Context: an optimization exercise on an open-source flow, tuned for small area and a short achievable clock period. The choices shown serve that exercise and are no tape-out recipe. In this exercise RTL edits were held to simulation tests only and were not proved equivalent to the original. Power and IR drop assume default switching activity.

[flow/run.sh]
#!/bin/bash
# synth_recipe.tcl (not shown) runs the flow's synth.tcl, then flattens the netlist and writes it again
# the make line also repeats each setting of config.mk as NAME=value (left out here)
make -C /OpenROAD-flow-scripts/flow DESIGN_CONFIG=/design/flow/config.mk WORK_HOME=/design/flow/orfs CLKGATE_MAP_FILE= SYNTH_SCRIPT=/design/flow/synth_recipe.tcl finish
[flow/config.mk]
export PLATFORM = sky130hd
export DESIGN_NAME = dda_move_engine
export DESIGN_NICKNAME = dda_move_engine
export VERILOG_FILES = /design/flow/design.v
export SDC_FILE = /design/flow/constraint.sdc
export NUM_CORES = 4
export LEC_CHECK = 0
export CAP_MARGIN = 20
export CORE_MARGIN = 2
export CORE_UTILIZATION = 40
export SETUP_SLACK_MARGIN = 5
export SLEW_MARGIN = 20
export TNS_END_PERCENT = 100
[flow/constraint.sdc]
create_clock -name core_clock -period 10.0 [get_ports {clk}]
set_input_delay 2.0000 -clock core_clock [delete_from_list [all_inputs] [get_ports {clk}]]
set_output_delay 2.0000 -clock core_clock [all_outputs]
set_load 0.01 [all_outputs]
[flow/design.v]
module dda_move_engine #(
  parameter int          NUM_AXES     = 2,
  parameter int          BUFFER_DEPTH = 4,
  parameter int          DUR_WIDTH    = 64,
  parameter int          ACC_WIDTH    = 64,
  parameter int          DIV_WIDTH    = 24,
  parameter logic [63:0] THRESHOLD    = 64'h7fffffffffffff9b,
  parameter int          STEP_HOLD    = 8
) (
  input  logic                            clk,
  input  logic                            resetn,
  input  logic [DIV_WIDTH-1:0]            clock_divisor,
  input  logic                            wr_valid,
  output logic                            wr_ready,
  input  logic [DUR_WIDTH-1:0]            wr_duration,
  input  logic [NUM_AXES-1:0]             wr_dir,
  input  logic [NUM_AXES*ACC_WIDTH-1:0]   wr_increment,
  input  logic [NUM_AXES*ACC_WIDTH-1:0]   wr_incinc,
  input  logic                            abort,
  output logic [NUM_AXES-1:0]             step,
  output logic [NUM_AXES-1:0]             dir,
  output logic                            busy,
  output logic                            move_done,
  output logic [$clog2(BUFFER_DEPTH):0]   buffer_count
);
  localparam int PTR_W  = $clog2(BUFFER_DEPTH);
  localparam int CNT_W  = PTR_W + 1;
  localparam int HOLD_W = $clog2(STEP_HOLD + 1);
  localparam logic [ACC_WIDTH-1:0] THR  = THRESHOLD[ACC_WIDTH-1:0];
  localparam logic [ACC_WIDTH-1:0] NTHR = -THR;
  logic                          s_load, s_run, tick;
  logic [DUR_WIDTH-1:0]          mem_dur    [BUFFER_DEPTH];
  logic [NUM_AXES-1:0]           mem_dir    [BUFFER_DEPTH];
  logic [NUM_AXES*ACC_WIDTH-1:0] mem_inc    [BUFFER_DEPTH];
  logic [NUM_AXES*ACC_WIDTH-1:0] mem_incinc [BUFFER_DEPTH];
  logic [PTR_W-1:0]              rd_ptr, wr_ptr;
  logic [DUR_WIDTH-1:0]          tickdown;
  logic [NUM_AXES-1:0]           cur_dir;
  logic [NUM_AXES*ACC_WIDTH-1:0] cur_incinc;
  logic [ACC_WIDTH-1:0]          u       [NUM_AXES];
  logic [DIV_WIDTH-1:0]          div_r, rem;
  logic [ACC_WIDTH-1:0]          acc     [NUM_AXES];
  logic [NUM_AXES-1:0]           owe;
  logic                          acc_ok;
  logic [ACC_WIDTH-1:0]          acc_owe [NUM_AXES];
  logic [ACC_WIDTH-1:0]          csa_x   [NUM_AXES];
  logic [ACC_WIDTH-1:0]          csa_y   [NUM_AXES];
  logic [ACC_WIDTH-1:0]          acc_sum [NUM_AXES];
  logic [ACC_WIDTH-1:0]          pg_g, pg_p;
  logic [NUM_AXES-1:0]           sum_zero;
  logic [HOLD_W-1:0]             hcnt    [NUM_AXES];
  logic [NUM_AXES-1:0]           pend, fire;
  logic                          push, pop, last, dur_zero;
  logic [BUFFER_DEPTH-1:0]       rd_oh;
  logic [DUR_WIDTH-1:0]          rd_dur;
  logic [NUM_AXES-1:0]           rd_dir;
  logic [NUM_AXES*ACC_WIDTH-1:0] rd_inc, rd_incinc;
  always_comb begin
    rd_dur = '0; rd_dir = '0; rd_inc = '0; rd_incinc = '0;
    for (int i = 0; i < BUFFER_DEPTH; i++) begin
      rd_dur    = rd_dur    | (mem_dur[i]    & {DUR_WIDTH{rd_oh[i]}});
      rd_dir    = rd_dir    | (mem_dir[i]    & {NUM_AXES{rd_oh[i]}});
      rd_inc    = rd_inc    | (mem_inc[i]    & {(NUM_AXES*ACC_WIDTH){rd_oh[i]}});
      rd_incinc = rd_incinc | (mem_incinc[i] & {(NUM_AXES*ACC_WIDTH){rd_oh[i]}});
    end
  end
  logic [DIV_WIDTH-1:0]          cd;
  logic                          cd_one;
  assign wr_ready = !buffer_count[CNT_W-1] && !abort;
  assign push     = wr_valid && wr_ready;
  assign pop      = !s_load && !s_run && (buffer_count != '0);
  assign busy     = s_load || s_run;
  assign last     = (tickdown == DUR_WIDTH'(1));
  assign dur_zero = (tickdown == '0);
  assign cd_one   = (clock_divisor[DIV_WIDTH-1:1] == '0);
  assign cd       = {clock_divisor[DIV_WIDTH-1:1], clock_divisor[0] | cd_one};
  always_comb begin
    for (int a = 0; a < NUM_AXES; a++) begin
      acc_owe[a] = NTHR & {ACC_WIDTH{owe[a]}};
      csa_x[a]   = acc[a] ^ u[a] ^ acc_owe[a];
      csa_y[a]   = {(acc[a][ACC_WIDTH-2:0] & u[a][ACC_WIDTH-2:0]) |
                    (acc[a][ACC_WIDTH-2:0] & acc_owe[a][ACC_WIDTH-2:0]) |
                    (u[a][ACC_WIDTH-2:0] & acc_owe[a][ACC_WIDTH-2:0]), 1'b0};
      pg_g = csa_x[a] & csa_y[a];
      pg_p = csa_x[a] ^ csa_y[a];
      for (int l = 0; (1 << l) < ACC_WIDTH; l++) begin
        for (int i = 0; i < ACC_WIDTH; i++) begin
          if ((i >> l) & 1) begin
            pg_g[i] = pg_g[i] | (pg_p[i] & pg_g[((i >> l) << l) - 1]);
            pg_p[i] = pg_p[i] & pg_p[((i >> l) << l) - 1];
          end
        end
      end
      acc_sum[a] = (csa_x[a] ^ csa_y[a]) ^ {pg_g[ACC_WIDTH-2:0], 1'b0};
      sum_zero[a] = ((csa_x[a] ^ csa_y[a]) == {(csa_x[a][ACC_WIDTH-2:0] | csa_y[a][ACC_WIDTH-2:0]), 1'b0});
      fire[a]    = tick && !acc_sum[a][ACC_WIDTH-1] && !sum_zero[a];
    end
  end
  always_ff @(posedge clk) begin
    if (push) begin
      mem_dur[wr_ptr]    <= wr_duration;
      mem_dir[wr_ptr]    <= wr_dir;
      mem_inc[wr_ptr]    <= wr_increment;
      mem_incinc[wr_ptr] <= wr_incinc;
    end
  end
  always_ff @(posedge clk) begin
    if (pop) begin
      tickdown   <= rd_dur;
      cur_dir    <= rd_dir;
      cur_incinc <= rd_incinc;
      for (int a = 0; a < NUM_AXES; a++) u[a] <= rd_inc[a*ACC_WIDTH +: ACC_WIDTH];
    end else if (tick) begin
      for (int a = 0; a < NUM_AXES; a++)
        acc[a] <= acc_sum[a];
      owe <= fire;
      tickdown <= tickdown - 1'b1;
      for (int a = 0; a < NUM_AXES; a++) u[a] <= u[a] + cur_incinc[a*ACC_WIDTH +: ACC_WIDTH];
    end
    if (s_load && !acc_ok) begin
      for (int a = 0; a < NUM_AXES; a++)
        acc[a] <= '0;
      owe <= '0;
    end
    if (s_load) begin
      div_r <= cd;
      rem   <= cd;
    end else if (tick) begin
      rem   <= div_r;
    end else begin
      rem   <= rem - 1'b1;
    end
  end
  always_ff @(posedge clk or negedge resetn) begin
    if (!resetn) begin
      s_load       <= 1'b0;
      s_run        <= 1'b0;
      tick         <= 1'b0;
      rd_ptr       <= '0;
      rd_oh        <= BUFFER_DEPTH'(1);
      wr_ptr       <= '0;
      buffer_count <= '0;
      move_done    <= 1'b0;
      dir          <= '0;
      step         <= '0;
      pend         <= '0;
      acc_ok       <= 1'b0;
      for (int a = 0; a < NUM_AXES; a++) begin
        hcnt[a] <= '0;
      end
    end else if (abort) begin
      s_load       <= 1'b0;
      s_run        <= 1'b0;
      tick         <= 1'b0;
      rd_ptr       <= '0;
      rd_oh        <= BUFFER_DEPTH'(1);
      wr_ptr       <= '0;
      buffer_count <= '0;
      move_done    <= 1'b0;
      step         <= '0;
      pend         <= '0;
      acc_ok       <= 1'b0;
      for (int a = 0; a < NUM_AXES; a++) begin
        hcnt[a] <= '0;
      end
    end else begin
      move_done <= 1'b0;
      if (push) wr_ptr <= wr_ptr + 1'b1;
      if (pop)  rd_ptr <= rd_ptr + 1'b1;
      if (pop)  rd_oh  <= {rd_oh[BUFFER_DEPTH-2:0], rd_oh[BUFFER_DEPTH-1]};
      if (push && !pop)      buffer_count <= buffer_count + 1'b1;
      else if (pop && !push) buffer_count <= buffer_count - 1'b1;
      for (int a = 0; a < NUM_AXES; a++) begin
        if (fire[a]) begin
          if (step[a] || pend[a]) begin
            step[a] <= 1'b0;
            pend[a] <= 1'b1;
          end else begin
            step[a] <= 1'b1;
            hcnt[a] <= HOLD_W'(STEP_HOLD);
          end
        end else if (pend[a]) begin
          pend[a] <= 1'b0;
          step[a] <= 1'b1;
          hcnt[a] <= HOLD_W'(STEP_HOLD);
        end else if (step[a]) begin
          if (hcnt[a] == HOLD_W'(1)) step[a] <= 1'b0;
          hcnt[a] <= hcnt[a] - 1'b1;
        end
      end
      if (pop) s_load <= 1'b1;
      if (s_load) begin
        s_load <= 1'b0;
        acc_ok <= 1'b1;
        dir    <= cur_dir;
        if (dur_zero) begin
          move_done <= 1'b1;
        end else begin
          s_run <= 1'b1;
          tick  <= cd_one;
        end
      end
      if (s_run) begin
        if (tick) begin
          if (last) begin
            move_done <= 1'b1;
            s_run     <= 1'b0;
            tick      <= 1'b0;
          end else begin
            tick      <= (div_r == DIV_WIDTH'(1));
          end
        end else begin
          tick <= (rem == DIV_WIDTH'(2));
        end
      end
    end
  end
endmodule
==> metrics.csv, run 1 <==
stage,metric,value,unit
outcome,outcome,timing/DRC/antenna clean,
sta,Slew HR,23.2,%
grt,largest net degree at the start of global routing,152,
synthesis,Avg Inst Size Synth,12.9,µm²
setup_path,Reg-to-Reg End,hcnt[0][1]$_DFFE_PN0P_,
grt,first-pass GRT wire length,333,mm
synthesis,largest cells by area after synthesis,"edfxtp_1 59%, ha_1 7.6%, a22oi_1 5.5%",
grt,global routing usage on met3,3.38,%
clock_network,# Post-CTS Setup Buffers,0,
setup_path,"reg-to-reg slack, setup",5.39,ns
grt,met2 usage,34.4,%
power,Net Switching,12.0,mW
synthesis,async set or reset register ratio after synthesis,1.54,%
power,Max VDD drop,0.338,mV
grt,vias in the first global route,52458,
floorplan,Core ar.,0.207,mm²
sta,final max-slew violation count,0,
detailed_routing,DR vias/cell,5.52,
power,PwrDens,323,mW/mm²
run,max_cap viols,0,
setup_path,Critical Path AT,2.84,ns
detailed_routing,Iter 0 DRT Violations,4297,
setup_path,worst setup path start,abort,
final_layout,Layout Nets,7659,
grt,global-route usage over all layers,20.6,%
synthesis,"EDFF count, synth",1634,
synthesis,main flop type after synthesis,edfxtp_1,
floorplan,die span in y,461,µm
min_path,Min-Delay Path Class,register to register,
sta,RSZ-0062 raised after global routing,no,
setup_path,critical-path maximum fanout,39,
synthesis,cell taking the most area after synthesis,edfxtp_1,
clock_network,clock slew at reported path FFs,0.06,ns
synthesis,synth warn,8,
placed_design,hpwl dp,147,mm
floorplan,Ports,360,
detailed_routing,WL/cell,22.9,µm
synthesis,most frequent cell after synthesis,edfxtp_1,
floorplan,Die W,461,µm
final_layout,area grow syn2layout,15.4,%
clock_network,total CTS buffers,189,
placed_design,Port Buffers,359,
sta,fin crit period,4.84,ns
placed_design,post-place instance area,0.0902,mm²
final_layout,post-route cell area,0.0964,mm²
sta,count of final setup violators,0,
synthesis,synthesized flop and latch total,1816,
final_layout,# fillers,18455,
final_layout,layout cells sized above 1,5.75,%
clock_network,Clock Sinks,1816,
setup_path,Critical Path Sink,wr_ready,
placed_design,Final GP Congestion,0.894,
setup_path,crit path launch type,input pin,
grt,initial antenna violation count,42,
clock_network,Clock Root Buffer,clkbuf_16,
synthesis,Mapped Cells,6469,
sta,Max Clock Skew,0.0380,ns
synthesis,Yosys cell types,93,
synthesis,top cell type's share of synthesized area,58.8,%
detailed_routing,DRC,0,
floorplan,Initial Util,40.3,%
grt,gr ovfl total,0,
detailed_routing,DRT Pass-1 Iters,5,
sta,setup TNS,0,ns
sta,worst slew pin tran,1.15,ns
grt,GRT met1 Usage,28.1,%
synthesis,commonest cells in the netlist,"1,634 x edfxtp_1, 615 x a22oi_1, 537 x nand2_1",
clock_network,Clock Path Buffers,3,
detailed_routing,vias post-DR,53749,
setup_path,RR Startpoint,owe[0]$_SDFFE_PP0P_,
power,Internal,19.1,mW
sta,period utilisation layout,48.4,%
clock_network,Clock Latency Late Sink,0.86,ns
min_path,WHS Path Cells,2,
power,Comb pwr share,41.0,%
setup_path,kind of critical path,input pin to primary output,
synthesis,syn_nets,7344,
floorplan,FP Rows,167,
detailed_routing,routed wire length,223,mm
setup_path,Critical Path RT,8.00,ns
power,Seq pwr share,36.5,%
setup_path,CP Capture Type,primary output,
power,Leak Pwr,34.4,nW
grt,global route hottest layer,met2,
power,clock group share of total power,22.5,%
synthesis,"Seq/Total Area, Yosys",63.3,%
clock_network,Max H-tree Level,4,
sta,final-report hold violation count,0,
synthesis,Post-Syn Area,0.0835,mm²
sta,fmax,0.206,GHz
floorplan,die footprint,0.212,mm²
detailed_routing,post-route ant nets,0,
clock_network,TritonCTS clock tree,done,
setup_path,R2R depth,14,
power,switching part of the total,38.7,%
-- logic make-up after synthesis --
kind of cell / count (synthesis) / share of synthesized area [%]
AO/OA/AOI/OAI: 1783 / 14.4
XOR/XNOR: 340 / 3.57
adder cells (fa/ha/maj): 525 / 8.06
buffers and inverters: 632 / 2.88
flip-flops: 1816 / 63.3
multiplexers: 10 / 0.126
AND/OR/NAND/NOR: 1363 / 7.69
-- worst min path at each step --
stage               slack [ns]               startpoint                 endpoint
global route              0.47  acc[1][28]$_SDFFE_PP0P_  acc[1][28]$_SDFFE_PP0P_
floorplan                 0.42  acc[1][60]$_SDFFE_PP0P_  acc[1][60]$_SDFFE_PP0P_
CTS                       0.46  acc[1][11]$_SDFFE_PP0P_  acc[1][11]$_SDFFE_PP0P_
finish                    0.46  acc[1][11]$_SDFFE_PP0P_  acc[1][11]$_SDFFE_PP0P_
detailed placement        0.45  acc[1][58]$_SDFFE_PP0P_  acc[1][58]$_SDFFE_PP0P_
global placement          0.44  acc[1][58]$_SDFFE_PP0P_  acc[1][58]$_SDFFE_PP0P_
-- worst max-delay path, cell delays in order --
cell	delay (ns)
buf_6	0.17
nor2_1	0.12
clkdlybuf4s50_1	0.54
-- layout by cell type, fill, tap and decap left out, drive strengths merged, types with 87 or more instances in the layout --
cell type,count
a31oi,143
inv,349
xor2,131
nand2,537
a21oi,358
xnor2,209
o21ai,210
dfxtp,154
edfxtp,1634
nor3,87
clkbuf,231
a21o,148
nor2,305
ha,504
clkdlybuf4s50,357
a22oi,615
-- what timing repair did --
action / in CTS / in global routing
hold buffers: 0 / 0
endpoints found under the setup margin: 1 / 9
resized for setup: 1 / 5
-- state kept, by name, indices dropped and copies added, names as in the netlist, 3 cells and up --
register	count
mem_incinc	512
mem_dur	256
rem	24
mem_dir	8
mem_inc	512
buffer_count	3
tickdown	64
cur_incinc	128
acc	128
u	128
hcnt	8
rd_oh	4
div_r	24
-- stage by stage --
step / total power, mW / setup slack (ns) / hold WS [ns] / std cells / util [%]
detailed placement: 24.2 / 4.50 / 0.447 / 9380 / 43.5
global route: 33.0 / 5.08 / 0.473 / 9729 / 46.5
global placement: 24.1 / 4.53 / 0.441 / 9379 / 43.5
floorplan: 20.1 / 3.17 / 0.424 / 6469 / -
CTS: 31.3 / 5.01 / 0.458 / 9723 / 46.5
finish: 31.1 / 5.16 / 0.455 / 9735 / 46.5
-- power groups by stage --
stage	Combinational, mW	Clock (mW)	Sequential (mW)
5_1_grt	14.1	7.44	11.5
2_1_floorplan	9.02	0	11.1
6_report	12.8	7.00	11.3
3_3_place_gp	12.6	0	11.5
4_1_cts	12.8	7.15	11.3
3_5_place_dp	12.7	0	11.5
-- cell type report --
type | count | area, µm² | area share, %
clock buffer | 231 | 5000 | 5.19
multi-input combinational | 4021 | 28300 | 29.4
antenna | 11 | 27.5 | 0.0286
sequential | 1816 | 52900 | 54.9
inverter | 336 | 1270 | 1.32
timing repair buffer | 420 | 4280 | 4.44
clock inverter | 112 | 1120 | 1.17
tap | 2788 | 3490 | 3.62
-- routing by layer --
layer / wire (µm) / share of wire, % / up-vias
met5: 130 / 0.058 / -
met3: 11400 / 5.1 / 315
li1: - / - / 25291
met1: 98900 / 44 / 26721
met4: 4870 / 2.2 / 22
met2: 108000 / 48 / 1400
==> run 2, diff against run 1 <==
==> flow/flow/run.sh (new file) <==
#!/bin/bash
# Standard layout (the standard.sh) with a tighter setup-repair target,
# smaller port buffers and a clock tree without dummy loads.
export SETUP_SLACK_MARGIN=5.6
export BUFFER_PORTS_ARGS="-buffer_cell sky130_fd_sc_hd__buf_1"
export CTS_ARGS="-sink_clustering_enable -repair_clock_nets -dont_use_dummy_load -sink_clustering_size 24 -sink_clustering_max_diameter 100"
bash standard.sh > standard.log 2>&1
==> flow/standard.sh (new file) <==
#!/bin/bash
# synth_recipe.tcl (not shown) runs the flow's synth.tcl, then flattens the netlist and writes it again
# the make line also repeats each setting of config.mk as NAME=value (left out here)
make -C /OpenROAD-flow-scripts/flow DESIGN_CONFIG=/design/flow/config.mk WORK_HOME=/design/flow/orfs CLKGATE_MAP_FILE= SYNTH_SCRIPT=/design/flow/synth_recipe.tcl "${@:-finish}"
--- a/flow/config.mk
+++ b/flow/config.mk
@@ -9,5 +9,3 @@
 export CORE_MARGIN = 2
 export CORE_UTILIZATION = 40
-export SETUP_SLACK_MARGIN = 5
 export SLEW_MARGIN = 20
-export TNS_END_PERCENT = 100
removed: flow/run.sh
==> run 2 against run 1 <==
Still clean. Clock power down 44%. Wire length shrank 0.83%. Total power fell by 10%. Critical path type unchanged.
==> metrics.csv, run 2 <==
stage,metric,value,unit,change
sta,worst slew pin tran,1.29,ns,was 1.15 ns
clock_network,Clock Root Buffer,clkbuf_16,,unchanged
clock_network,TritonCTS clock tree,done,,unchanged
final_layout,area of the multi-input gates,0.0285,mm²,was 0.0283 mm²
final_layout,"commonest non-fill, non-tap cells in the layout","1,634 x edfxtp_1, 615 x a22oi_1, 535 x nand2_1, 503 x ha_1, 356 x buf_1",,"was 1,634 x edfxtp_1, 615 x a22oi_1, 536 x nand2_1, 504 x ha_1"
synthesis,main flop type after synthesis,edfxtp_1,,unchanged
clock_network,Max H-tree Level,3,,was 4
detailed_routing,DR vias/cell,5.63,,was 5.52
sta,setup TNS,0,ns,unchanged
floorplan,die span in y,461,µm,unchanged
synthesis,top cell type's share of synthesized area,58.8,%,unchanged
sta,RSZ-0062 raised after global routing,yes,,was no
detailed_routing,DR WL met2,108,mm,about the same
synthesis,"EDFF count, synth",1634,,unchanged
synthesis,synth warn,8,,unchanged
detailed_routing,routed wire length,221,mm,was 223 mm
synthesis,"Seq/Total Area, Yosys",63.3,%,unchanged
synthesis,largest cells by area after synthesis,"edfxtp_1 59%, ha_1 7.6%, a22oi_1 5.5%",,unchanged
sta,Max Clock Skew,0.114,ns,was 0.0380 ns
setup_path,R2R depth,15,,was 14
grt,first-pass GRT wire length,331,mm,was 333 mm
synthesis,Avg Inst Size Synth,12.9,µm²,unchanged
detailed_routing,Iter 0 DRT Violations,4743,,"was 4,297"
final_layout,layout cells sized above 1,3.77,%,was 5.75%
synthesis,commonest cells in the netlist,"1,634 x edfxtp_1, 615 x a22oi_1, 537 x nand2_1",,unchanged
setup_path,slowest cell delay on critical path,0.12,ns,was 0.54 ns
grt,initial antenna violation count,83,,was 42
grt,global-route usage over all layers,20.3,%,was 20.6%
power,Leak Pwr,31.7,nW,was 34.4 nW
floorplan,Ports,360,,unchanged
final_layout,Layout Nets,7566,,"was 7,659"
floorplan,Die W,461,µm,unchanged
synthesis,most frequent cell after synthesis,edfxtp_1,,unchanged
clock_network,Clock Path Buffers,3,,unchanged
setup_path,"Buf+Inv Stages, Crit Path",3,,was 2
run,max_cap viols,0,,unchanged
power,PwrDens,309,mW/mm²,was 323 mW/mm²
final_layout,fin util,43.7,%,was 46.5%
placed_design,Port Buffers,359,,unchanged
clock_network,Clock Sinks,1816,,unchanged
floorplan,FP Rows,167,,unchanged
synthesis,async set or reset register ratio after synthesis,1.54,%,unchanged
final_layout,register area,0.0529,mm²,about the same
final_layout,top flop regs,"mem_inc (512), mem_incinc (512), mem_dur (256)",,unchanged
synthesis,cell taking the most area after synthesis,edfxtp_1,,unchanged
setup_path,"reg-to-reg slack, setup",5.74,ns,was 5.39 ns
final_layout,# fillers,19024,,"was 18,455"
grt,vias in the first global route,52168,,"was 52,458"
sta,Slew HR,13.9,%,was 23.2%
detailed_routing,DRT Pass-1 Iters,5,,unchanged
sta,final-report hold violation count,0,,unchanged
final_layout,area grow syn2layout,8.49,%,was 15.4%
detailed_routing,WL/cell,23.3,µm,was 22.9 µm
detailed_routing,vias post-DR,53497,,"was 53,749"
final_layout,Layout Cells excl Fill,9496,,"was 9,735"
placed_design,Final GP Congestion,0.896,,was 0.894
placed_design,placed cell count,9377,,"was 9,380"
sta,period utilisation layout,44.1,%,was 48.4%
detailed_routing,met3 routed WL,11.7,mm,was 11.4 mm
detailed_routing,DRC,0,,unchanged
detailed_routing,post-route ant nets,0,,unchanged
sta,count of final setup violators,0,,unchanged
final_layout,"commonest non-fill, non-tap cell in the layout",edfxtp_1,,unchanged
floorplan,Core ar.,0.207,mm²,unchanged
synthesis,Post-Syn Area,0.0835,mm²,unchanged
setup_path,critical path depth,4,,was 3
sta,final max-slew violation count,0,,unchanged
setup_path,CP Capture Type,primary output,,unchanged
synthesis,Mapped Cells,6469,,unchanged
synthesis,Yosys cell types,93,,unchanged
min_path,Min-Delay Path Class,register to register,,unchanged
detailed_routing,WL met1,96.0,mm,was 98.9 mm
outcome,outcome,timing/DRC/antenna clean,,unchanged
clock_network,Clock Latency Late Sink,0.79,ns,was 0.86 ns
setup_path,kind of critical path,input pin to primary output,,unchanged
clock_network,clock slew at reported path FFs,0.05,ns,was 0.06 ns
setup_path,cell class contributing the biggest share of worst-path delay,buffers and inverters,,unchanged
min_path,WHS Path Cells,2,,unchanged
power,Max VDD drop,0.314,mV,was 0.338 mV
setup_path,Critical Path AT,2.41,ns,was 2.84 ns
setup_path,critical-path maximum fanout,2,,was 39
sta,fmax,0.227,GHz,was 0.206 GHz
synthesis,synthesized flop and latch total,1816,,unchanged
floorplan,Initial Util,40.3,%,unchanged
sta,fin crit period,4.41,ns,was 4.84 ns
grt,gr ovfl total,0,,unchanged
grt,largest net degree at the start of global routing,149,,was 152
clock_network,total CTS buffers,92,,was 189
floorplan,die footprint,0.212,mm²,unchanged
setup_path,Worst path slowest cell,clkbuf_16,,was clkdlybuf4s50_1
placed_design,hpwl dp,147,mm,about the same
synthesis,syn_nets,7344,,unchanged
setup_path,crit path launch type,input pin,,unchanged
setup_path,Critical Path RT,8.00,ns,about the same
setup_path,crit-path cells,clkbuf_16 > buf_12 > nor2_4 > buf_6,,was buf_6 > nor2_1 > clkdlybuf4s50_1
detailed_routing,DR top layer,met5,,unchanged
[run 2: report_power, final]
| group | internal (mW) | leakage, nW | switching [mW] |
|---|---|---|---|
| clock network | 1.64 | 1.13 | 2.31 |
| logic | 4.58 | 13.9 | 8.16 |
| registers | 10.4 | 16.6 | 0.903 |
| total | 16.6 | 31.7 | 11.4 |
[run 2: tightest hold or removal path: stages, from the launching register on]
cell and delay, ns:
dfxtp_1 0.31, nand2_1 0.05, a21oi_1 0.05
[run 2: logic make-up after synthesis]
group	share of synthesized area, %
flip-flops	63.3
AO/OA/AOI/OAI	14.4
AND/OR/NAND/NOR	7.69
buffers and inverters	2.88
adder cells (fa/ha/maj)	8.06
XOR/XNOR	3.57
multiplexers	0.126
[run 2: routing by layer]
layer,global-route usage (%),vias up
li1,-,24920
met2,34.5,1329
met1,27.2,26869
met5,0,-
met4,4.75,60
met3,3.32,319
[run 2: repair_timing]
| action | CTS | global route |
|---|---|---|
| resized for setup | 12 | 36 |
| gates cloned | 2 | 0 |
| buffers inserted | 3 | 2 |
| endpoints found under the setup margin | 20 | 63 |
| hold buffers | 0 | 0 |
| pin swaps | 2 | 7 |
[run 2: path summary, 6_finish.rpt]
kind                                          from                 endpoint
setup / recovery                             abort                 wr_ready
hold / removal             acc[0][27]$_SDFFE_PP0P_  acc[0][27]$_SDFFE_PP0P_
setup reg to reg                 u[1][0]$_DFFE_PP_       u[1][32]$_DFFE_PP_
hold reg to reg            acc[0][27]$_SDFFE_PP0P_  acc[0][27]$_SDFFE_PP0P_
max in group asynchronous                   resetn     rd_oh[2]$_DFFE_PN0P_
min in group asynchronous                   resetn      move_done$_DFF_PN0_
[run 2: area by class of cell]
type | count | area share [%]
tap | 2788 | 3.85
multi-input combinational | 4021 | 31.4
sequential | 1816 | 58.4
clock buffer | 92 | 2.54
inverter | 336 | 1.40
timing repair buffer | 424 | 2.37
antenna | 19 | 0.0525
[run 2: stage by stage]
step | cell area [µm²] | setup slack [ns] | hold WS [ns] | total power [mW]
after floorplan | 83500 | 4.88 | 0.424 | 20.1
after global placement | 87900 | 5.16 | 0.441 | 23.9
after detailed placement | 87900 | 5.11 | 0.447 | 24.0
after CTS | 90400 | 5.56 | 0.456 | 28.0
after global routing | 90600 | 5.54 | 0.477 | 29.8
final | 90600 | 5.59 | 0.455 | 28.0
==> run 3, diff against run 2 <==
==> flow/flow/run.sh (replaced) <==
#!/bin/bash
# Standard layout (the standard.sh) with a tighter setup-repair target,
# smaller port buffers and a clock tree without dummy loads.
export SETUP_SLACK_MARGIN=5.6
export BUFFER_PORTS_ARGS="-buffer_cell sky130_fd_sc_hd__buf_1"
export CTS_ARGS="-sink_clustering_enable -repair_clock_nets -dont_use_dummy_load"
bash standard.sh > standard.log 2>&1
==> run 3 against run 2 <==
Combinational power about the same. Total power up 7.3%. Die area is the same. Worst setup slack lost 0.00072 ns. Via count grew 0.75%. Fmax about the same. Global-route usage increased by 0.25 points. Largest cell class unchanged. Largest power group unchanged.
==> metrics.csv, run 3 <==
stage,metric,value,unit,change
grt,global-route usage over all layers,20.6,%,was 20.3%
synthesis,"Seq/Total Area, Yosys",63.3,%,unchanged
synthesis,cell taking the most area after synthesis,edfxtp_1,,unchanged
power,Seq pwr share,37.6,%,was 40.3%
clock_network,Max H-tree Level,4,,was 3
placed_design,hpwl dp,147,mm,unchanged
grt,vias in the first global route,53139,,"was 52,168"
run,max_cap viols,0,,unchanged
detailed_routing,vias post-DR,53898,,"was 53,497"
floorplan,Initial Util,40.3,%,unchanged
final_layout,"commonest non-fill, non-tap cells in the layout","1,634 x edfxtp_1, 615 x a22oi_1, 535 x nand2_1, 504 x ha_1, 356 x buf_1",,"was 1,634 x edfxtp_1, 615 x a22oi_1, 535 x nand2_1, 503 x ha_1, 356 x buf_1"
synthesis,async set or reset register ratio after synthesis,1.54,%,unchanged
setup_path,Reg-to-Reg End,u[1][32]$_DFFE_PP_,,unchanged
floorplan,die footprint,0.212,mm²,unchanged
placed_design,Final GP Congestion,0.896,,unchanged
sta,Max Clock Skew,0.0950,ns,was 0.114 ns
sta,period utilisation layout,44.1,%,about the same
setup_path,CP Capture Type,primary output,,unchanged
clock_network,TritonCTS clock tree,done,,unchanged
power,PwrDens,323,mW/mm²,was 309 mW/mm²
synthesis,Mapped Cells,6469,,unchanged
synthesis,Synth Area in Simple Gates,7.69,%,unchanged
detailed_routing,DR vias/cell,5.62,,was 5.63
final_layout,layout cells sized above 1,5.11,%,was 3.77%
floorplan,die span in y,461,µm,unchanged
synthesis,most frequent cell after synthesis,edfxtp_1,,unchanged
setup_path,"reg-to-reg slack, setup",5.77,ns,was 5.74 ns
final_layout,top flop regs,"mem_inc (512), mem_incinc (512), mem_dur (256)",,unchanged
setup_path,critical-path maximum fanout,2,,unchanged
min_path,Worst Hold End,acc[0][14]$_SDFFE_PP0P_,,was acc[0][27]$_SDFFE_PP0P_
floorplan,Die W,461,µm,unchanged
clock_network,Clock Path Buffers,3,,unchanged
sta,final max-slew violation count,0,,unchanged
synthesis,mux contribution to synthesized area,0.126,%,unchanged
detailed_routing,DRC,0,,unchanged
synthesis,"EDFF count, synth",1634,,unchanged
detailed_routing,Iter 0 DRT Violations,4674,,"was 4,743"
synthesis,Synth Area in Compound Gates,14.4,%,unchanged
setup_path,R2R depth,15,,unchanged
clock_network,Clock Sinks,1816,,unchanged
setup_path,Critical Path RT,8.00,ns,about the same
synthesis,syn_nets,7344,,unchanged
floorplan,FP Rows,167,,unchanged
detailed_routing,post-route ant nets,0,,unchanged
synthesis,largest family of logic cells by synthesized area,compound AO/OA/AOI/OAI gates,,unchanged
sta,Slew HR,17.2,%,was 13.9%
clock_network,total CTS buffers,191,,was 92
clock_network,Clock Latency Late Sink,0.85,ns,was 0.79 ns
sta,count of final setup violators,0,,unchanged
power,Max VDD drop,0.279,mV,was 0.314 mV
min_path,hold wc startpoint,acc[0][14]$_SDFFE_PP0P_,,was acc[0][27]$_SDFFE_PP0P_
grt,initial antenna violation count,79,,was 83
grt,largest net degree at the start of global routing,149,,unchanged
detailed_routing,DR WL met2,108,mm,about the same
sta,final-report hold violation count,0,,unchanged
floorplan,Core ar.,0.207,mm²,unchanged
detailed_routing,DRT Pass-1 Iters,5,,unchanged
grt,first-pass GRT wire length,334,mm,was 331 mm
synthesis,commonest cells in the netlist,"1,634 x edfxtp_1, 615 x a22oi_1, 537 x nand2_1",,unchanged
clock_network,clock slew at reported path FFs,0.05,ns,about the same
placed_design,Port Buffers,359,,unchanged
synthesis,post-synthesis xor/xnor area fraction,3.57,%,unchanged
setup_path,RR Startpoint,u[1][0]$_DFFE_PP_,,unchanged
grt,gr ovfl total,0,,unchanged
detailed_routing,met3 routed WL,13.0,mm,was 11.7 mm
sta,final setup margin,5.59,ns,about the same
min_path,WHS Path Cells,2,,unchanged
power,Leak Pwr,32.9,nW,was 31.7 nW
power,switching part of the total,39.1,%,was 40.7%
detailed_routing,WL/cell,23.2,µm,was 23.3 µm
placed_design,post-place setup slack,5.11,ns,unchanged
synthesis,top cell type's share of synthesized area,58.8,%,unchanged
detailed_routing,DR top layer,met5,,unchanged
synthesis,Post-Syn Area,0.0835,mm²,unchanged
sta,setup TNS,0,ns,unchanged
setup_path,kind of critical path,input pin to primary output,,unchanged
synthesis,Adder-Cell Fraction of Synth Area,8.06,%,unchanged
synthesis,main flop type after synthesis,edfxtp_1,,unchanged
detailed_routing,WL met1,95.9,mm,was 96.0 mm
sta,RSZ-0062 raised after global routing,yes,,unchanged
final_layout,"commonest non-fill, non-tap cell in the layout",edfxtp_1,,unchanged
floorplan,Ports,360,,unchanged
sta,worst slew pin tran,1.24,ns,was 1.29 ns
final_layout,Layout Nets,7664,,"was 7,566"
min_path,Min-Delay Path Class,register to register,,unchanged
clock_network,Clock Root Buffer,clkbuf_16,,unchanged
power,clock group share of total power,19.9,%,was 14.1%
final_layout,area grow syn2layout,11.4,%,was 8.49%
detailed_routing,routed wire length,223,mm,was 221 mm
setup_path,crit path launch type,input pin,,unchanged
synthesis,largest cells by area after synthesis,"edfxtp_1 59%, ha_1 7.6%, a22oi_1 5.5%",,unchanged
setup_path,Critical Path AT,2.41,ns,about the same
synthesis,synth warn,8,,unchanged
synthesis,Yosys cell types,93,,unchanged
sta,fmax,0.227,GHz,about the same
outcome,outcome,timing/DRC/antenna clean,,unchanged
power,Net Switching,11.7,mW,was 11.4 mW
synthesis,synthesized flop and latch total,1816,,unchanged
power,Internal,18.3,mW,was 16.6 mW
power,Comb pwr share,42.5,%,was 45.6%
synthesis,Avg Inst Size Synth,12.9,µm²,unchanged
sta,fin crit period,4.41,ns,about the same
## run 3: cell counts after synthesis
No cell type changed its count.
## run 3: worst max path at each step
stage,from,end,slack [ns],cells past startpoint
final,abort,wr_ready,5.59,4
after global routing,abort,wr_ready,5.57,4
after CTS,abort,wr_ready,5.56,4
after detailed placement,abort,mem_incinc[0][93]$_DFFE_PP_,5.11,6
after global placement,abort,mem_incinc[0][96]$_DFFE_PP_,5.16,6
after floorplan,wr_valid,mem_dir[0][0]$_DFFE_PP_,4.88,4
## run 3: metrics by stage
step | utilization, % | power [mW] | hold WS (ns) | std cells | area [µm²]
after floorplan | - | 20.1 | 0.424 | 6469 | 83500
after global placement | 42.4 | 23.9 | 0.441 | 9376 | 87900
after detailed placement | 42.4 | 24.0 | 0.447 | 9377 | 87900
after CTS | 44.8 | 30.1 | 0.457 | 9573 | 92800
after global routing | 44.9 | 31.9 | 0.470 | 9586 | 93000
final | 44.9 | 30.0 | 0.454 | 9596 | 93000
## run 3: final cells by class
type	count	area, µm²
antenna	21	52.6
clock buffer	191	4780
fill	18790	114000
inverter	336	1270
multi-input combinational	4021	28400
sequential	1816	52900
tap	2788	3490
timing repair buffer	423	2140
## run 3: kinds of logic after synthesis
group / count (synthesis)
fa+ha+maj: 525
xor+xnor: 340
compound gates: 1783
mux: 10
simple gates: 1363
buf+inv: 632
flops: 1816
## run 3: routing by layer
layer  track usage, %  vias to the layer above
met5                0                        -
met4             5.56                       50
met3             3.74                      380
met2             34.5                     1497
met1             27.3                    26827
li1                 -                    25144
## run 3: power groups by stage
stage / clock, mW / sequential, mW / combinational (mW)
floorplan: 0 / 11.0 / 9.02
global placement: 0 / 11.4 / 12.5
detailed placement: 0 / 11.4 / 12.6
CTS: 6.13 / 11.3 / 12.7
global route: 6.39 / 11.4 / 14.1
finish: 5.99 / 11.3 / 12.7
## run 3: timing repair
action	CTS	global route
pin swaps	2	6
resized for setup	11	32
hold endpoints to repair	0	0
endpoints found under the setup margin	19	57
hold buffers	0	0
gates cloned	2	0
buffers inserted	3	1
## run 3: worst max-delay path, stage by stage
cell and delay (ns):
clkbuf_16 0.12, buf_12 0.11, nor2_4 0.07, buf_6 0.11
==> run 4, diff against run 3 <==
--- a/flow/design.v
+++ b/flow/design.v
@@ -56,11 +56,42 @@
   logic [NUM_AXES-1:0]           rd_dir;
   logic [NUM_AXES*ACC_WIDTH-1:0] rd_inc, rd_incinc;
+  logic [BUFFER_DEPTH-1:0]       rd_sel;
+  logic [DUR_WIDTH-1:0]          td_dec;
+  logic [DIV_WIDTH-1:0]          rem_dec;
+  logic [ACC_WIDTH-1:0]          u_sum   [NUM_AXES];
+  logic [ACC_WIDTH-1:0]          ug, up;
   always_comb begin
+    rd_sel = rd_oh & {BUFFER_DEPTH{pop}};
     rd_dur = '0; rd_dir = '0; rd_inc = '0; rd_incinc = '0;
     for (int i = 0; i < BUFFER_DEPTH; i++) begin
-      rd_dur    = rd_dur    | (mem_dur[i]    & {DUR_WIDTH{rd_oh[i]}});
-      rd_dir    = rd_dir    | (mem_dir[i]    & {NUM_AXES{rd_oh[i]}});
-      rd_inc    = rd_inc    | (mem_inc[i]    & {(NUM_AXES*ACC_WIDTH){rd_oh[i]}});
-      rd_incinc = rd_incinc | (mem_incinc[i] & {(NUM_AXES*ACC_WIDTH){rd_oh[i]}});
+      rd_dur    = rd_dur    | (mem_dur[i]    & {DUR_WIDTH{rd_sel[i]}});
+      rd_dir    = rd_dir    | (mem_dir[i]    & {NUM_AXES{rd_sel[i]}});
+      rd_inc    = rd_inc    | (mem_inc[i]    & {(NUM_AXES*ACC_WIDTH){rd_sel[i]}});
+      rd_incinc = rd_incinc | (mem_incinc[i] & {(NUM_AXES*ACC_WIDTH){rd_sel[i]}});
+    end
+  end
+  logic [DUR_WIDTH-1:0]          td_z;
+  logic [DIV_WIDTH-1:0]          rem_z;
+  always_comb begin
+    td_z = ~tickdown;
+    for (int l = 0; (1 << l) < DUR_WIDTH; l++)
+      for (int i = 0; i < DUR_WIDTH; i++)
+        if ((i >> l) & 1) td_z[i] = td_z[i] & td_z[((i >> l) << l) - 1];
+    td_dec = tickdown ^ {td_z[DUR_WIDTH-2:0], 1'b1};
+    rem_z = ~rem;
+    for (int l = 0; (1 << l) < DIV_WIDTH; l++)
+      for (int i = 0; i < DIV_WIDTH; i++)
+        if ((i >> l) & 1) rem_z[i] = rem_z[i] & rem_z[((i >> l) << l) - 1];
+    rem_dec = rem ^ {rem_z[DIV_WIDTH-2:0], 1'b1};
+    for (int a = 0; a < NUM_AXES; a++) begin
+      ug = u[a] & cur_incinc[a*ACC_WIDTH +: ACC_WIDTH];
+      up = u[a] ^ cur_incinc[a*ACC_WIDTH +: ACC_WIDTH];
+      for (int l = 0; (1 << l) < ACC_WIDTH; l++)
+        for (int i = 0; i < ACC_WIDTH; i++)
+          if ((i >> l) & 1) begin
+            ug[i] = ug[i] | (up[i] & ug[((i >> l) << l) - 1]);
+            up[i] = up[i] & up[((i >> l) << l) - 1];
+          end
+      u_sum[a] = (u[a] ^ cur_incinc[a*ACC_WIDTH +: ACC_WIDTH]) ^ {ug[ACC_WIDTH-2:0], 1'b0};
     end
   end
@@ -107,14 +138,16 @@
   always_ff @(posedge clk) begin
     if (pop) begin
-      tickdown   <= rd_dur;
       cur_dir    <= rd_dir;
       cur_incinc <= rd_incinc;
-      for (int a = 0; a < NUM_AXES; a++) u[a] <= rd_inc[a*ACC_WIDTH +: ACC_WIDTH];
-    end else if (tick) begin
+    end
+    if (pop || tick) begin
+      tickdown <= rd_dur | (td_dec & {DUR_WIDTH{tick}});
+      for (int a = 0; a < NUM_AXES; a++)
+        u[a] <= rd_inc[a*ACC_WIDTH +: ACC_WIDTH] | (u_sum[a] & {ACC_WIDTH{tick}});
+    end
+    if (tick) begin
       for (int a = 0; a < NUM_AXES; a++)
         acc[a] <= acc_sum[a];
       owe <= fire;
-      tickdown <= tickdown - 1'b1;
-      for (int a = 0; a < NUM_AXES; a++) u[a] <= u[a] + cur_incinc[a*ACC_WIDTH +: ACC_WIDTH];
     end
     if (s_load && !acc_ok) begin
@@ -129,5 +162,5 @@
       rem   <= div_r;
     end else begin
-      rem   <= rem - 1'b1;
+      rem   <= rem_dec;
     end
   end
==> flow/flow/run.sh (replaced) <==
#!/bin/bash
# Standard layout (the standard.sh) with a tighter setup-repair target,
# smaller port buffers and a clock tree without dummy loads.
export SETUP_SLACK_MARGIN=5.6
export BUFFER_PORTS_ARGS="-buffer_cell sky130_fd_sc_hd__buf_1"
export CTS_ARGS="-sink_clustering_enable -repair_clock_nets -dont_use_dummy_load -sink_clustering_size 30 -sink_clustering_max_diameter 80"
bash standard.sh > standard.log 2>&1
==> run 4 against run 3 <==
Synthesized area shrank 3.3%. Synthesized cell count decreased by 11%. Clock skew up 0.089 ns. Sequential power about the same. Wire length decreased by 4.0%. Worst hold slack better by 0.0084 ns. Still clean on timing, DRC and antenna. Die area shrank 3.3%. Final cell count shrank 9.0%. Final area down 5.5%.
==> metrics.csv, run 4 <==
stage,metric,value,unit,change
final_layout,fin util,44.0,%,was 44.9%
clock_network,Clock Latency Late Sink,0.81,ns,was 0.85 ns
synthesis,Mapped Cells,5779,,"was 6,469"
grt,gr ovfl total,0,,unchanged
floorplan,Die W,453,µm,was 461 µm
floorplan,Ports,360,,unchanged
synthesis,commonest cells in the netlist,"1,634 x edfxtp_1, 511 x ha_1, 471 x a22oi_1",,"was 1,634 x edfxtp_1, 615 x a22oi_1, 537 x nand2_1"
synthesis,most frequent cell after synthesis,edfxtp_1,,unchanged
synthesis,"EDFF count, synth",1634,,unchanged
grt,largest net degree at the start of global routing,137,,was 149
sta,final-report hold violation count,0,,unchanged
synthesis,main flop type after synthesis,edfxtp_1,,unchanged
placed_design,Final GP Congestion,0.884,,was 0.896
floorplan,die span in y,453,µm,was 461 µm
grt,initial antenna violation count,84,,was 79
detailed_routing,vias post-DR,48698,,"was 53,898"
sta,count of final setup violators,0,,unchanged
detailed_routing,WL/cell,24.5,µm,was 23.2 µm
setup_path,Critical Path AT,2.37,ns,was 2.41 ns
detailed_routing,Iter 0 DRT Violations,4742,,"was 4,674"
power,Leak Pwr,31.1,nW,was 32.9 nW
sta,final setup margin,5.63,ns,was 5.59 ns
sta,fmax,0.229,GHz,was 0.227 GHz
synthesis,syn_nets,6671,,"was 7,344"
final_layout,area grow syn2layout,8.95,%,was 11.4%
clock_network,TritonCTS clock tree,done,,unchanged
sta,setup TNS,0,ns,unchanged
synthesis,largest cells by area after synthesis,"edfxtp_1 61%, ha_1 7.9%, a22oi_1 4.4%",,"was edfxtp_1 59%, ha_1 7.6%, a22oi_1 5.5%"
sta,worst slew pin tran,1.01,ns,was 1.24 ns
detailed_routing,post-route ant nets,0,,unchanged
synthesis,Avg Inst Size Synth,14.0,µm²,was 12.9 µm²
clock_network,Max H-tree Level,3,,was 4
grt,vias in the first global route,46879,,"was 53,139"
sta,period utilisation layout,43.7,%,was 44.1%
grt,first-pass GRT wire length,314,mm,was 334 mm
min_path,Min-Delay Path Class,register to register,,unchanged
setup_path,crit path launch type,input pin,,unchanged
placed_design,Port Buffers,359,,unchanged
floorplan,Initial Util,40.3,%,about the same
power,PwrDens,315,mW/mm²,was 323 mW/mm²
synthesis,Post-Syn Area,0.0807,mm²,was 0.0835 mm²
sta,final max-slew violation count,0,,unchanged
clock_network,Clock Root Buffer,clkbuf_16,,unchanged
outcome,outcome,timing/DRC/antenna clean,,unchanged
synthesis,Yosys cell types,92,,was 93
synthesis,async set or reset register ratio after synthesis,1.54,%,unchanged
final_layout,"commonest non-fill, non-tap cell in the layout",edfxtp_1,,unchanged
setup_path,critical-path maximum fanout,14,,was 2
power,Max VDD drop,0.344,mV,was 0.279 mV
detailed_routing,DR vias/cell,5.58,,was 5.62
detailed_routing,DRT Pass-1 Iters,9,,was 5
synthesis,top cell type's share of synthesized area,60.8,%,was 58.8%
clock_network,total CTS buffers,99,,was 191
grt,global-route usage over all layers,20.4,%,was 20.6%
floorplan,FP Rows,164,,was 167
clock_network,Clock Path Buffers,3,,unchanged
setup_path,Critical Path RT,8.00,ns,about the same
synthesis,"Seq/Total Area, Yosys",65.5,%,was 63.3%
clock_network,clock slew at reported path FFs,0.04,ns,was 0.05 ns
floorplan,die footprint,0.205,mm²,was 0.212 mm²
setup_path,CP Capture Type,primary output,,unchanged
sta,fin crit period,4.37,ns,was 4.41 ns
floorplan,Core ar.,0.200,mm²,was 0.207 mm²
final_layout,layout cells sized above 1,4.21,%,was 5.11%
synthesis,synth warn,9,,was 8
sta,RSZ-0062 raised after global routing,yes,,unchanged
detailed_routing,routed wire length,214,mm,was 223 mm
final_layout,Layout Nets,6952,,"was 7,664"
setup_path,kind of critical path,input pin to primary output,,unchanged
min_path,WHS Path Cells,2,,unchanged
setup_path,R2R depth,12,,was 15
detailed_routing,DRC,0,,unchanged
sta,Slew HR,32.5,%,was 17.2%
clock_network,hold bufs inserted after CTS,0,,unchanged
final_layout,"commonest non-fill, non-tap cells in the layout","1,634 x edfxtp_1, 511 x ha_1, 470 x a22oi_1, 356 x buf_1, 352 x nand2_1",,"was 1,634 x edfxtp_1, 615 x a22oi_1, 535 x nand2_1, 504 x ha_1, 356 x buf_1"
synthesis,cell taking the most area after synthesis,edfxtp_1,,unchanged
clock_network,Clock Sinks,1816,,unchanged
run,max_cap viols,0,,unchanged
placed_design,hpwl dp,140,mm,was 147 mm
synthesis,synthesized flop and latch total,1816,,unchanged
placed_design,post-place setup slack,4.75,ns,was 5.11 ns
sta,Max Clock Skew,0.184,ns,was 0.0950 ns
final_layout,top flop regs,"mem_inc (512), mem_incinc (512), mem_dur (256)",,unchanged
-- run 4: changes by cell type in the layout (fill, tap and decap cells not counted), moves of 60 or more --
cell,change
nand2_1,-183
a21oi_1,-145
a22oi_1,-145
a31oi_1,-120
clkbuf_16,-92
o211ai_1,+70
mux2i_1,+60
-- run 4: cell type report --
cell class / instances / area, µm²
diodes: 21 / 52.6
clock buffers: 99 / 2480
fillers: 17873 / 112000
inverters: 337 / 1280
multi-input cells: 3392 / 25900
flip-flops and latches: 1816 / 52900
well taps: 2656 / 3320
repair buffers: 414 / 2020
-- run 4: path summary, 6_finish.rpt --
path / startpoint / end / slack (ns)
worst max-delay path: abort / wr_ready / 5.63
worst min-delay path: acc[0][27]$_SDFFE_PP0P_ / acc[0][27]$_SDFFE_PP0P_ / 0.46
worst max register to register: u[0][27]$_DFFE_PP_ / u[0][62]$_DFFE_PP_ / 5.73
worst min register to register: acc[0][27]$_SDFFE_PP0P_ / acc[0][27]$_SDFFE_PP0P_ / 0.46
max in group asynchronous: resetn / tick$_DFFE_PN0P_ / 7.97
min in group asynchronous: resetn / buffer_count[0]$_DFFE_PN0P_ / 1.42
-- run 4: layer usage --
layer	vias up	routed length [µm]	GRT usage, %
li1	22565	-	-
met1	24410	91900	27.6
met5	-	330	0
met4	52	5740	5.33
met3	329	11600	3.25
met2	1342	104000	34.1
-- run 4: logic make-up (layout without fill, tap and decap cells) --
group | after synthesis | in the layout | share of synthesized area, %
AO/OA/AOI/OAI | 1426 | 1426 | 12.6
XOR/XNOR | 346 | 346 | 3.75
multiplexers | 77 | 77 | 0.970
flip-flops | 1816 | 1816 | 65.5
AND/OR/NAND/NOR | 1000 | 1001 | 5.87
other | 0 | 21 | 0
adder cells (fa/ha/maj) | 542 | 542 | 8.69
buffers and inverters | 572 | 850 | 2.66
-- run 4: per-stage QoR --
stage	hold slack, ns	std cells	total power [mW]	area (µm²)
2_1_floorplan	0.426	5779	19.7	80800
3_3_place_gp	0.440	8608	23.5	85200
3_5_place_dp	0.444	8609	23.7	85200
4_1_cts	0.461	8710	27.8	87700
5_1_grt	0.487	8727	29.5	87900
6_report	0.463	8735	27.7	87900
-- run 4: timing repair --
item / 4_1_cts / 5_1_grt
setup buffers: 0 / 4
resized for setup: 15 / 22
endpoints found under the hold margin: 0 / 0
cloned: 2 / 0
pin swaps: 2 / 4
setup endpoints to repair: 210 / 44
-- run 4: where the power goes --
group          internal [mW]  switching [mW]  total, mW
registers               10.4           0.998       11.4
logic                   4.55            7.76       12.3
clock network           1.75            2.30       4.05
total                   16.7            11.1       27.7
-- run 4: worst max-delay path: stages --
cell and delay (ns):
clkbuf_16 0.16, nor2_2 0.08, buf_2 0.13
==> run 5, diff against run 4 <==
==> flow/flow/run.sh (replaced) <==
#!/bin/bash
# Standard layout (the standard.sh) with a tighter setup-repair target,
# smaller port buffers and a clock tree without dummy loads.
export SETUP_SLACK_MARGIN=6.0
export BUFFER_PORTS_ARGS="-buffer_cell sky130_fd_sc_hd__buf_1"
export CTS_ARGS="-sink_clustering_enable -repair_clock_nets -dont_use_dummy_load -sink_clustering_size 24 -sink_clustering_max_diameter 100"
bash standard.sh > standard.log 2>&1
==> run 5 against run 4 <==
Still clean on timing, DRC and antenna. Wire length increased by 1.9%. Sequential share of layout area decreased by 0.66 points. Synthesized area unchanged. Worst setup slack improved by 0.063 ns. Utilization increased by 0.49 points. Clock power decreased by 3%. Critical path type unchanged.
==> metrics.csv, run 5 <==
stage,metric,value,unit,change
synthesis,largest cells by area after synthesis,"edfxtp_1 61%, ha_1 7.9%, a22oi_1 4.4%",,unchanged
final_layout,Layout Cells excl Fill,8784,,"was 8,735"
sta,period utilisation layout,43.1,%,was 43.7%
floorplan,Ports,360,,unchanged
synthesis,synthesized flop and latch total,1816,,unchanged
sta,worst slew pin tran,1.28,ns,was 1.01 ns
synthesis,Avg Inst Size Synth,14.0,µm²,unchanged
detailed_routing,routed wire length,218,mm,was 214 mm
power,Tot Pwr,28.1,mW,was 27.7 mW
power,Max VDD drop,0.334,mV,was 0.344 mV
grt,vias in the first global route,47309,,"was 46,879"
setup_path,Critical Path Sink,wr_ready,,unchanged
detailed_routing,vias post-DR,49027,,"was 48,698"
sta,worst hold margin,0.461,ns,was 0.463 ns
run,max_cap viols,0,,unchanged
placed_design,hpwl dp,138,mm,was 140 mm
floorplan,Initial Util,40.3,%,unchanged
sta,Max Clock Skew,0.128,ns,was 0.184 ns
placed_design,placed cell count,8608,,"was 8,609"
power,PwrDens,316,mW/mm²,was 315 mW/mm²
synthesis,mux contribution to synthesized area,0.970,%,unchanged
final_layout,# fillers,17876,,"was 17,873"
setup_path,RR Startpoint,owe[0]$_SDFFE_PP0P_,,was u[0][27]$_DFFE_PP_
synthesis,main flop type after synthesis,edfxtp_1,,unchanged
floorplan,Die W,453,µm,unchanged
grt,met2 usage,33.6,%,was 34.1%
grt,GRT met1 Usage,28.0,%,was 27.6%
floorplan,die span in y,453,µm,unchanged
clock_network,Clock Latency Late Sink,0.80,ns,was 0.81 ns
grt,first-pass GRT wire length,316,mm,was 314 mm
power,Net Switching,11.3,mW,was 11.1 mW
setup_path,crit-path cells,clkbuf_16 > nor2_4 > buf_6,,was clkbuf_16 > nor2_2 > buf_2
placed_design,Final GP Congestion,0.886,,was 0.884
synthesis,most frequent cell after synthesis,edfxtp_1,,unchanged
final_layout,"commonest non-fill, non-tap cells in the layout","1,634 x edfxtp_1, 482 x ha_1, 470 x a22oi_1, 356 x buf_1, 352 x nand2_1",,"was 1,634 x edfxtp_1, 511 x ha_1, 470 x a22oi_1, 356 x buf_1, 352 x nand2_1"
sta,final setup margin,5.69,ns,was 5.63 ns
grt,gr ovfl total,0,,unchanged
synthesis,Synth Area in Compound Gates,12.6,%,unchanged
synthesis,Mapped Cells,5779,,unchanged
setup_path,R2R depth,14,,was 12
sta,final-report hold violation count,0,,unchanged
setup_path,"reg-to-reg slack, setup",5.99,ns,was 5.73 ns
power,switching part of the total,40.1,%,was 39.9%
sta,fmax,0.232,GHz,was 0.229 GHz
setup_path,crit path launch type,input pin,,unchanged
setup_path,critical-path maximum fanout,2,,was 14
placed_design,post-place setup slack,4.89,ns,was 4.75 ns
min_path,Min-Delay Path Class,register to register,,unchanged
floorplan,Core ar.,0.200,mm²,unchanged
synthesis,commonest cells in the netlist,"1,634 x edfxtp_1, 511 x ha_1, 471 x a22oi_1",,unchanged
clock_network,clock slew at reported path FFs,0.10,ns,was 0.04 ns
grt,initial antenna violation count,90,,was 84
synthesis,"Seq/Total Area, Yosys",65.5,%,unchanged
synthesis,synth warn,9,,unchanged
power,Comb pwr share,45.4,%,was 44.4%
final_layout,layout cells sized above 1,6.18,%,was 4.21%
grt,global routing usage on met3,3.55,%,was 3.25%
synthesis,async set or reset register ratio after synthesis,1.54,%,unchanged
outcome,outcome,timing/DRC/antenna clean,,unchanged
synthesis,largest family of logic cells by synthesized area,compound AO/OA/AOI/OAI gates,,unchanged
power,Leak Pwr,31.4,nW,was 31.1 nW
grt,largest net degree at the start of global routing,146,,was 137
setup_path,slowest cell delay on critical path,0.12,ns,was 0.16 ns
grt,global route hottest layer,met2,,unchanged
sta,RSZ-0062 raised after global routing,yes,,unchanged
placed_design,Port Buffers,359,,unchanged
placed_design,post-place instance area,0.0851,mm²,was 0.0852 mm²
synthesis,"EDFF count, synth",1634,,unchanged
synthesis,post-synthesis xor/xnor area fraction,3.75,%,unchanged
sta,final max-slew violation count,0,,unchanged
detailed_routing,DRC,0,,unchanged
detailed_routing,DR vias/cell,5.58,,about the same
synthesis,Synth Area in Simple Gates,5.87,%,unchanged
setup_path,Critical Path AT,2.31,ns,was 2.37 ns
clock_network,total CTS buffers,92,,was 99
setup_path,Reg-to-Reg End,hcnt[0][0]$_DFFE_PN0P_,,was u[0][62]$_DFFE_PP_
floorplan,die footprint,0.205,mm²,unchanged
final_layout,top flop regs,"mem_inc (512), mem_incinc (512), mem_dur (256)",,unchanged
clock_network,Clock Sinks,1816,,unchanged
final_layout,post-route cell area,0.0889,mm²,was 0.0879 mm²
power,clock group share of total power,14.0,%,was 14.6%
setup_path,Critical Path RT,8.00,ns,about the same
setup_path,Worst path slowest cell,clkbuf_16,,unchanged
synthesis,Yosys cell types,92,,unchanged
clock_network,hold bufs inserted after CTS,0,,unchanged
synthesis,Post-Syn Area,0.0807,mm²,unchanged
clock_network,TritonCTS clock tree,done,,unchanged
sta,fin crit period,4.31,ns,was 4.37 ns
detailed_routing,post-route ant nets,0,,unchanged
detailed_routing,DRT Pass-1 Iters,8,,was 9
power,Seq pwr share,40.6,%,was 40.9%
setup_path,CP Capture Type,primary output,,unchanged
synthesis,Adder-Cell Fraction of Synth Area,8.69,%,unchanged
setup_path,kind of critical path,input pin to primary output,,unchanged
clock_network,Clock Path Buffers,3,,unchanged
sta,setup TNS,0,ns,unchanged
sta,Slew HR,14.4,%,was 32.5%
final_layout,"commonest non-fill, non-tap cell in the layout",edfxtp_1,,unchanged
clock_network,Clock Root Buffer,clkbuf_16,,unchanged
setup_path,worst setup path start,abort,,unchanged
detailed_routing,Iter 0 DRT Violations,4535,,"was 4,742"
clock_network,Max H-tree Level,3,,unchanged
final_layout,area grow syn2layout,10.2,%,was 8.95%
sta,count of final setup violators,0,,unchanged
synthesis,top cell type's share of synthesized area,60.8,%,unchanged
detailed_routing,WL/cell,24.8,µm,was 24.5 µm
grt,global-route usage over all layers,20.6,%,was 20.4%
final_layout,Layout Nets,6996,,"was 6,952"
power,Internal,16.8,mW,was 16.7 mW
synthesis,syn_nets,6671,,unchanged
final_layout,fin util,44.4,%,was 44.0%
synthesis,cell taking the most area after synthesis,edfxtp_1,,unchanged
floorplan,FP Rows,164,,unchanged
## run 5: cell counts after synthesis
Identical to the previous run, type by type.
## run 5: cells by family (layout without fill, tap and decap cells)
group	after synthesis	in the layout
buffers and inverters	572	892
multiplexers	77	77
AO/OA/AOI/OAI	1426	1426
flip-flops	1816	1816
adder cells (fa/ha/maj)	542	542
other	0	26
XOR/XNOR	346	346
AND/OR/NAND/NOR	1000	1003
## run 5: per-layer routing
metal	routed length, µm	vias to the layer above	part of all wire, %
met2	105000	1383	48
met1	92600	24606	42
met3	13800	326	6.3
met4	6320	62	2.9
li1	-	22650	-
met5	408	-	0.19
## run 5: repair_timing
action / in CTS / in global routing
endpoints found under the setup margin: 433 / 173
setup buffers: 24 / 27
gates resized for setup: 77 / 90
pin swaps: 30 / 46
cloned: 6 / 1
## run 5: power by group through the flow
stage	Sequential (mW)	Combinational (mW)	Clock [mW]
detailed placement	11.6	12.0	0
CTS	11.4	12.5	4.05
global placement	11.6	11.9	0
finish	11.4	12.8	3.94
floorplan	11.1	8.52	0
global route	11.5	14.1	4.28
## run 5: worst min-delay path by stage
stage	depth (start not counted)	to	slack, ns	from
floorplan	2	acc[1][15]$_SDFFE_PP0P_	0.43	acc[1][15]$_SDFFE_PP0P_
global placement	2	acc[1][61]$_SDFFE_PP0P_	0.44	acc[1][61]$_SDFFE_PP0P_
global route	2	acc[0][54]$_SDFFE_PP0P_	0.49	acc[0][54]$_SDFFE_PP0P_
finish	2	acc[1][15]$_SDFFE_PP0P_	0.46	acc[1][15]$_SDFFE_PP0P_
CTS	2	acc[1][60]$_SDFFE_PP0P_	0.46	acc[1][60]$_SDFFE_PP0P_
detailed placement	2	acc[1][15]$_SDFFE_PP0P_	0.45	acc[1][15]$_SDFFE_PP0P_
## run 5: worst max-delay path: cells and delay by family
kind | cells | cell delay, ns
buffers and inverters | 2 | 0.23
AND/OR/NAND/NOR | 1 | 0.08
## run 5: cell type report
class	instances	area, µm²	area share, %
Clock buffer	92	2300	2.59
Inverter	337	1280	1.44
Timing Repair Buffer	463	2520	2.84
Tap cell	2656	3320	3.74
Multi-Input combinational cell	3394	26600	29.9
Sequential cell	1816	52900	59.4
Antenna cell	26	65.1	0.0732
==> run 6, diff against run 5 <==
==> flow/flow/run.sh (replaced) <==
#!/bin/bash
# Standard layout (the standard.sh) with a tighter setup-repair target,
# smaller port buffers and a clock tree without dummy loads.
export SETUP_SLACK_MARGIN=5.6
export BUFFER_PORTS_ARGS="-buffer_cell sky130_fd_sc_hd__buf_1"
export CTS_ARGS="-sink_clustering_enable -repair_clock_nets -dont_use_dummy_load -sink_clustering_size 24 -sink_clustering_max_diameter 100"
bash standard.sh > standard.log 2>&1
--- a/flow/config.mk
+++ b/flow/config.mk
@@ -8,4 +8,4 @@
 export CAP_MARGIN = 20
 export CORE_MARGIN = 2
-export CORE_UTILIZATION = 40
+export CORE_UTILIZATION = 50
 export SLEW_MARGIN = 20
==> run 6 against run 5 <==
Still clean. Die area decreased by 20%. Sequential share of layout area is 1.3 points higher. Synthesized area stayed put. Worst hold slack better by 0.0062 ns. Clock power down 3%. Critical path depth grew 1.
==> metrics.csv, run 6 <==
stage,metric,value,unit,change
outcome,outcome,timing/DRC/antenna clean,,unchanged
floorplan,Ports,360,,unchanged
clock_network,clock slew at reported path FFs,0.07,ns,was 0.10 ns
detailed_routing,vias post-DR,48430,,"was 49,027"
sta,count of final setup violators,0,,unchanged
sta,final max-slew violation count,0,,unchanged
placed_design,placed cell count,8118,,"was 8,608"
sta,period utilisation layout,44.1,%,was 43.1%
sta,fmax,0.227,GHz,was 0.232 GHz
sta,fin crit period,4.41,ns,was 4.31 ns
grt,gr ovfl total,0,,unchanged
floorplan,FP Rows,147,,was 164
synthesis,most frequent cell after synthesis,edfxtp_1,,unchanged
final_layout,"commonest non-fill, non-tap cell in the layout",edfxtp_1,,unchanged
power,Leak Pwr,31.0,nW,was 31.4 nW
power,Max VDD drop,0.224,mV,was 0.334 mV
min_path,Min-Delay Path Class,register to register,,unchanged
power,Tot Pwr,27.4,mW,was 28.1 mW
sta,Max Clock Skew,0.0683,ns,was 0.128 ns
detailed_routing,met3 routed WL,18.0,mm,was 13.8 mm
synthesis,commonest cells in the netlist,"1,634 x edfxtp_1, 511 x ha_1, 471 x a22oi_1",,unchanged
detailed_routing,WL met1,93.4,mm,was 92.6 mm
floorplan,Initial Util,50.3,%,was 40.3%
final_layout,area grow syn2layout,7.84,%,was 10.2%
synthesis,"EDFF count, synth",1634,,unchanged
synthesis,cell taking the most area after synthesis,edfxtp_1,,unchanged
detailed_routing,WL/cell,25.3,µm,was 24.8 µm
final_layout,"commonest non-fill, non-tap cells in the layout","1,634 x edfxtp_1, 511 x ha_1, 470 x a22oi_1, 356 x buf_1, 352 x nand2_1",,"was 1,634 x edfxtp_1, 482 x ha_1, 470 x a22oi_1, 356 x buf_1, 352 x nand2_1"
clock_network,TritonCTS clock tree,done,,unchanged
synthesis,async set or reset register ratio after synthesis,1.54,%,unchanged
sta,worst slew pin tran,1.25,ns,was 1.28 ns
setup_path,Critical Path RT,8.00,ns,about the same
synthesis,Yosys cell types,92,,unchanged
grt,initial antenna violation count,77,,was 90
setup_path,Critical Path AT,2.41,ns,was 2.31 ns
sta,setup TNS,0,ns,unchanged
clock_network,Clock Sinks,1816,,unchanged
detailed_routing,DRC,0,,unchanged
final_layout,layout cells sized above 1,4.13,%,was 6.18%
synthesis,top cell type's share of synthesized area,60.8,%,unchanged
detailed_routing,DR WL met2,92.6,mm,was 105 mm
synthesis,synthesized flop and latch total,1816,,unchanged
synthesis,largest cells by area after synthesis,"edfxtp_1 61%, ha_1 7.9%, a22oi_1 4.4%",,unchanged
sta,final-report hold violation count,0,,unchanged
power,PwrDens,315,mW/mm²,was 316 mW/mm²
clock_network,Clock Root Buffer,clkbuf_16,,unchanged
placed_design,Final GP Congestion,0.897,,was 0.886
synthesis,synth warn,9,,unchanged
clock_network,total CTS buffers,87,,was 92
detailed_routing,post-route ant nets,0,,unchanged
final_layout,Layout Cells excl Fill,8241,,"was 8,784"
setup_path,crit path launch type,input pin,,unchanged
synthesis,syn_nets,6671,,unchanged
detailed_routing,DRT Pass-1 Iters,6,,was 8
setup_path,CP Capture Type,primary output,,unchanged
floorplan,die footprint,0.165,mm²,was 0.205 mm²
clock_network,Clock Path Buffers,3,,unchanged
grt,global-route usage over all layers,25.0,%,was 20.6%
detailed_routing,DR top layer,met5,,unchanged
floorplan,Die W,406,µm,was 453 µm
final_layout,Layout Nets,6943,,"was 6,996"
detailed_routing,Iter 0 DRT Violations,4618,,"was 4,535"
clock_network,Clock Latency Late Sink,0.74,ns,was 0.80 ns
setup_path,critical-path maximum fanout,2,,unchanged
floorplan,Core ar.,0.160,mm²,was 0.200 mm²
sta,Slew HR,16.4,%,was 14.4%
run,max_cap viols,0,,unchanged
grt,largest net degree at the start of global routing,142,,was 146
placed_design,hpwl dp,136,mm,was 138 mm
synthesis,Mapped Cells,5779,,unchanged
detailed_routing,DR vias/cell,5.88,,was 5.58
run 6: cell counts after synthesis:
Identical to the previous run, type by type.
run 6: worst max-delay path, stage by stage:
cell and delay (ns):
buf_6 0.11, buf_12 0.12, nor2_4 0.07, buf_6 0.10
run 6: final cells by class:
| class | instances | area [µm²] |
|---|---|---|
| antenna | 32 | 80.1 |
| clock buffer | 87 | 2180 |
| fill | 13327 | 73300 |
| inverter | 337 | 1290 |
| multi-input combinational | 3392 | 25900 |
| sequential | 1816 | 52900 |
| tap | 2160 | 2700 |
| timing repair buffer | 417 | 1990 |
run 6: final timing paths:
check	from	to	slack (ns)	cells past startpoint
setup reg to reg	s_run$_DFF_PN0_	u[0][35]$_DFFE_PP_	5.73	8
hold / removal	acc[0][27]$_SDFFE_PP0P_	acc[0][27]$_SDFFE_PP0P_	0.47	2
hold reg to reg	acc[0][27]$_SDFFE_PP0P_	acc[0][27]$_SDFFE_PP0P_	0.47	2
setup / recovery	abort	wr_ready	5.59	4
min in group asynchronous	resetn	hcnt[1][2]$_DFFE_PN0P_	1.39	1
max in group asynchronous	resetn	tick$_DFFE_PN0P_	8.02	1
run 6: cells by family (layout without fill, tap and decap cells):
logic type | count (synthesis) | count (layout) | synth area share, %
xor gates and xnor gates | 346 | 346 | 3.75
muxes | 77 | 77 | 0.970
other | 0 | 32 | 0
DFF | 1816 | 1816 | 65.5
buffers and inverters | 572 | 841 | 2.66
and+or+nand+nor | 1000 | 1001 | 5.87
AOI/OAI and AO/OA | 1426 | 1426 | 12.6
adders and majority gates | 542 | 542 | 8.69
run 6: per-layer routing:
layer	vias up	global-route usage, %
li1	22580	-
met1	24086	36.2
met2	1414	37.6
met3	262	6.82
met4	88	5.73
met5	-	0.416
run 6: repair_timing:
action                     in CTS  in global routing
setup endpoints to repair      73                 43
hold buffers                    0                  0
gates resized for setup        21                 19
pin swaps                       1                  2
cloned                          2                  0
setup buffers                   1                  1
run 6: per-stage QoR:
step | area, µm² | worst slack [ns] | utilization [%]
2_1_floorplan | 80800 | 4.24 | -
3_3_place_gp | 84500 | 5.14 | 52.7
3_5_place_dp | 84500 | 5.11 | 52.7
4_1_cts | 86800 | 5.60 | 54.1
5_1_grt | 87000 | 5.58 | 54.2
6_report | 87000 | 5.59 | 54.3
run 6: power by group:
group | switching [mW] | internal [mW] | leakage, nW | total (mW)
clock | 2.25 | 1.56 | 1.07 | 3.81
combinational | 7.70 | 4.53 | 13.2 | 12.2
sequential | 1.01 | 10.3 | 16.7 | 11.4

Setup slack of run 6, layout unchanged: 5.593 ns with ideal ports, 5.559 ns with driving cells assumed (clock clkbuf_16, inputs buf_2), 5.026 ns with port delays also shifted by the 0.784 ns mid clock arrival.
